Background: an optimization exercise with open tools, aiming at small area. Do not read the settings as production practice.
Function was checked by simulation only, so behaviour that the tests miss may differ from the original.
Power is estimated from default activity; no workload was simulated.

Design go_back_n_sender_top, start of the top module:
module go_back_n_sender_top #(
	parameter int WINDOW = 5
) (
	input  logic        clk,
	input  logic        arst_n,
	input  logic        in_valid,
	output logic        in_stall,
	input  logic [1:0]  command,
	input  logic [15:0] seq_num,
	input  logic        end_of_message,
	input  logic [15:0] conn_id,
	input  logic [15:0] dest_address,
	input  logic [15:0] src_address,
	input  logic [9:0]  payload_len,
	input  logic [31:0] payload_word,
	output logic        out_valid,
	input  logic        out_stall,
	output logic [2:0]  kind,
	output logic [15:0] out_seq,
	output logic        out_eom,
	output logic [15:0] out_conn,
	output logic [15:0] out_dest,
	output logic [15:0] out_src,
	output logic [9:0]  out_len,
	output logic [31:0] out_payload,
	output logic        last_of_run,
	input  logic        psel,
	input  logic        penable,
	input  logic        pwrite,
	input  logic [3:0]  paddr,
	input  logic [31:0] pwdata,
	output logic [31:0] prdata,
	output logic        pready
);
Size in the first run: roughly 1,600 cells after synthesis, about 300 I/O pins, roughly 22,000 sq um of cells after synthesis.
==> flow/config.mk <==
export PLATFORM = sky130hd
export DESIGN_NAME = go_back_n_sender_top
export DESIGN_NICKNAME = go_back_n_sender_top
export VERILOG_FILES = /design/flow/design.v
export SDC_FILE = /design/flow/constraint.sdc
export NUM_CORES = 4
export LEC_CHECK = 0
export CAP_MARGIN = 20
export CORE_MARGIN = 2
export CORE_UTILIZATION = 70
export CTS_BUF_LIST = sky130_fd_sc_hd__clkbuf_8
export CTS_CLUSTER_DIAMETER = 60
export CTS_CLUSTER_SIZE = 16
export SLEW_MARGIN = 20
==> flow/constraint.sdc <==
create_clock -name core_clock -period 5.0 [get_ports {clk}]
set_input_delay 1.0000 -clock core_clock [delete_from_list [all_inputs] [get_ports {clk}]]
set_output_delay 1.0000 -clock core_clock [all_outputs]
set_load 0.01 [all_outputs]
standard.sh (not shown) runs the stock make flow with config.mk's settings and CLKGATE_MAP_FILE= SYNTH_SCRIPT=/design/flow/synth_recipe.tcl, a recipe that flattens the netlist after the stock synthesis.
==> flow/flow/run.sh <==
#!/bin/bash
# The standard layout (standard.sh) with three changes:
#  - synthesis maps the logic with an area-oriented abc script (my_synth.tcl,
#    area.script); the registers are unchanged;
#  - the port buffers are the smallest buffer cell (sky130_fd_sc_hd__buf_1);
#  - clock tree synthesis uses clkbuf_8 clusters and adds no dummy loads.
set -euo pipefail
here=$(pwd)
export MY_ABC_SCRIPT="$here/flow/area.script"
export BUFFER_PORTS_ARGS="-buffer_cell sky130_fd_sc_hd__buf_1"
export CTS_ARGS="-sink_clustering_enable -repair_clock_nets -sink_clustering_size 16 -sink_clustering_max_diameter 60 -buf_list sky130_fd_sc_hd__clkbuf_8 -dont_use_dummy_load"
sed "s#SYNTH_SCRIPT=[^ ]*#SYNTH_SCRIPT=$here/flow/my_synth.tcl#" standard.sh > my_standard.sh
grep -q "SYNTH_SCRIPT=$here/flow/my_synth.tcl" my_standard.sh
bash my_standard.sh > standard.log 2>&1
==> flow/flow/area.script <==
strash
&get -n
&st
&dch
&nf -R 1000
&put
==> flow/flow/my_synth.tcl <==
# The standard flow's synthesis script (synth_recipe.tcl), with the final abc mapping run
# on an area-oriented script (flow/area.script) in place of the ORFS one.
# Only the combinational mapping changes; the registers are those of the
# standard synthesis.
proc synth {args} { yosys synth -nofsm -noshare {*}$args }
proc abc {args} {
  set i [lsearch $args -script]
  if {$i >= 0} { lset args [expr {$i + 1}] $::env(MY_ABC_SCRIPT) }
  yosys abc {*}$args
}
source $::env(SCRIPTS_DIR)/synth.tcl
# left out here: clear keep_hierarchy, flatten, clean up, hide names made inside functions, write 1_2_yosys.v
==> next run, changes <==
--- a/flow/design.v
+++ b/flow/design.v
@@ -93,13 +93,13 @@
 	logic [106:0] d_q [5];
 	logic [2:0]   rk_q [5];
 	logic [106:0] in_f;
 	logic [106:0] h;
 	logic [15:0]  h_seq, h_conn;
 	logic [2:0]   h_rk;
-	logic         ins, keep;
+	logic         ins;
 	logic [2:0]   rk_in;
 	state_t      st_q;
 	logic [1:0]  mode_q;
 	logic [2:0]  cnt_q;
 	logic [2:0]  k_q;
 	logic [2:0]  sc_q;
@@ -158,22 +158,23 @@
 	assign h_seq  = h[106:91];
 	assign h_conn = h[90:75];
 	assign h_rk   = rk_q[0];
 	assign seq_hit = (h_seq == seq_num);
 	assign at_k   = (h_rk == k_q);
 	assign busy_conn = mode_q[1];
+	assign ins = (st_q == S_INS) && (h_rk == cnt_q);
 	always_comb begin
 		rk_in = h_rk;
 		if (st_q == S_REL) begin
 			if (h_rk == k_q)     rk_in = 3'd4;
 			else if (h_rk > k_q) rk_in = h_rk - 3'd1;
 		end
 	end
 	always_ff @(posedge clk) begin
 		for (int i = 0; i < 4; i++) d_q[i] <= d_q[i + 1];
-		d_q[4] <= (in_f & {107{ins}}) | (h & {107{keep}});
+		d_q[4] <= ins ? in_f : h;
 	end
 	always_ff @(posedge clk or negedge arst_n) begin
 		if (!arst_n) begin
 			for (int i = 0; i < 5; i++) rk_q[i] <= 3'(i);
 		end else begin
 			for (int i = 0; i < 4; i++) rk_q[i] <= rk_q[i + 1];
@@ -369,23 +370,12 @@
 				end
 			end
 			default: st_n = S_IDLE;
 		endcase
 		if (ld) ov_n = 1'b1;
 	end
-	logic ins_n;
-	assign ins_n = (st_n == S_INS) && (rk_q[1] == cnt_q);
-	always_ff @(posedge clk or negedge arst_n) begin
-		if (!arst_n) begin
-			ins  <= 1'b0;
-			keep <= 1'b1;
-		end else begin
-			ins  <= ins_n;
-			keep <= !ins_n;
-		end
-	end
 	always_ff @(posedge clk or negedge arst_n) begin
 		if (!arst_n) begin
 			st_q   <= S_IDLE;
 			mode_q <= M_IDLE;
 			cnt_q  <= '0;
 			ov_q   <= 1'b0;
Register-to-register slack gets worse by 0.08 ns.
Cell count goes down by 0.72%.
Global-route usage is lower by 1.0 points.
Non-clock buffer count came out lower by 2.
Die area increases by 0.53%.
Wire length fell by 4.1%.
Hold slack barely changes.
Sequential share of layout area came out lower by 0.60 points.
Power came out lower by 34%.
First-iteration DRC count came out lower by 7.5%.
Worst setup slack got worse by 0.048 ns.
Flip-flop and latch count came out lower by 2.
Clock-buffer cell count came out higher by 1.
Critical path depth came out higher by 1.

## port drivers added, routing unchanged
In the flow no input, the clock included, has a driving cell. The finished layouts below were timed again as built, in two steps. Step 1, drivers: a clkbuf_16 drives clk and a buf_2 each remaining input, both assumed. Step 2 also shifts input and output timing later by t, the mid clock arrival at the registers, as if the neighbouring blocks saw the same clock. Three values: no drivers, after step 1, after step 2; two values: the first two.
run | shift t [ns] | slack for setup (ns) | worst setup path at the end | latest minus earliest clock arrival (ns)
the first run | 0.631 | 0.516 / 0.466 / 0.568 | register to register | 0.097 / 0.097
the second run | 0.632 | 0.469 / 0.422 / 0.486 | register to register | 0.100 / 0.100
After both steps setup and hold are still met in every run listed.
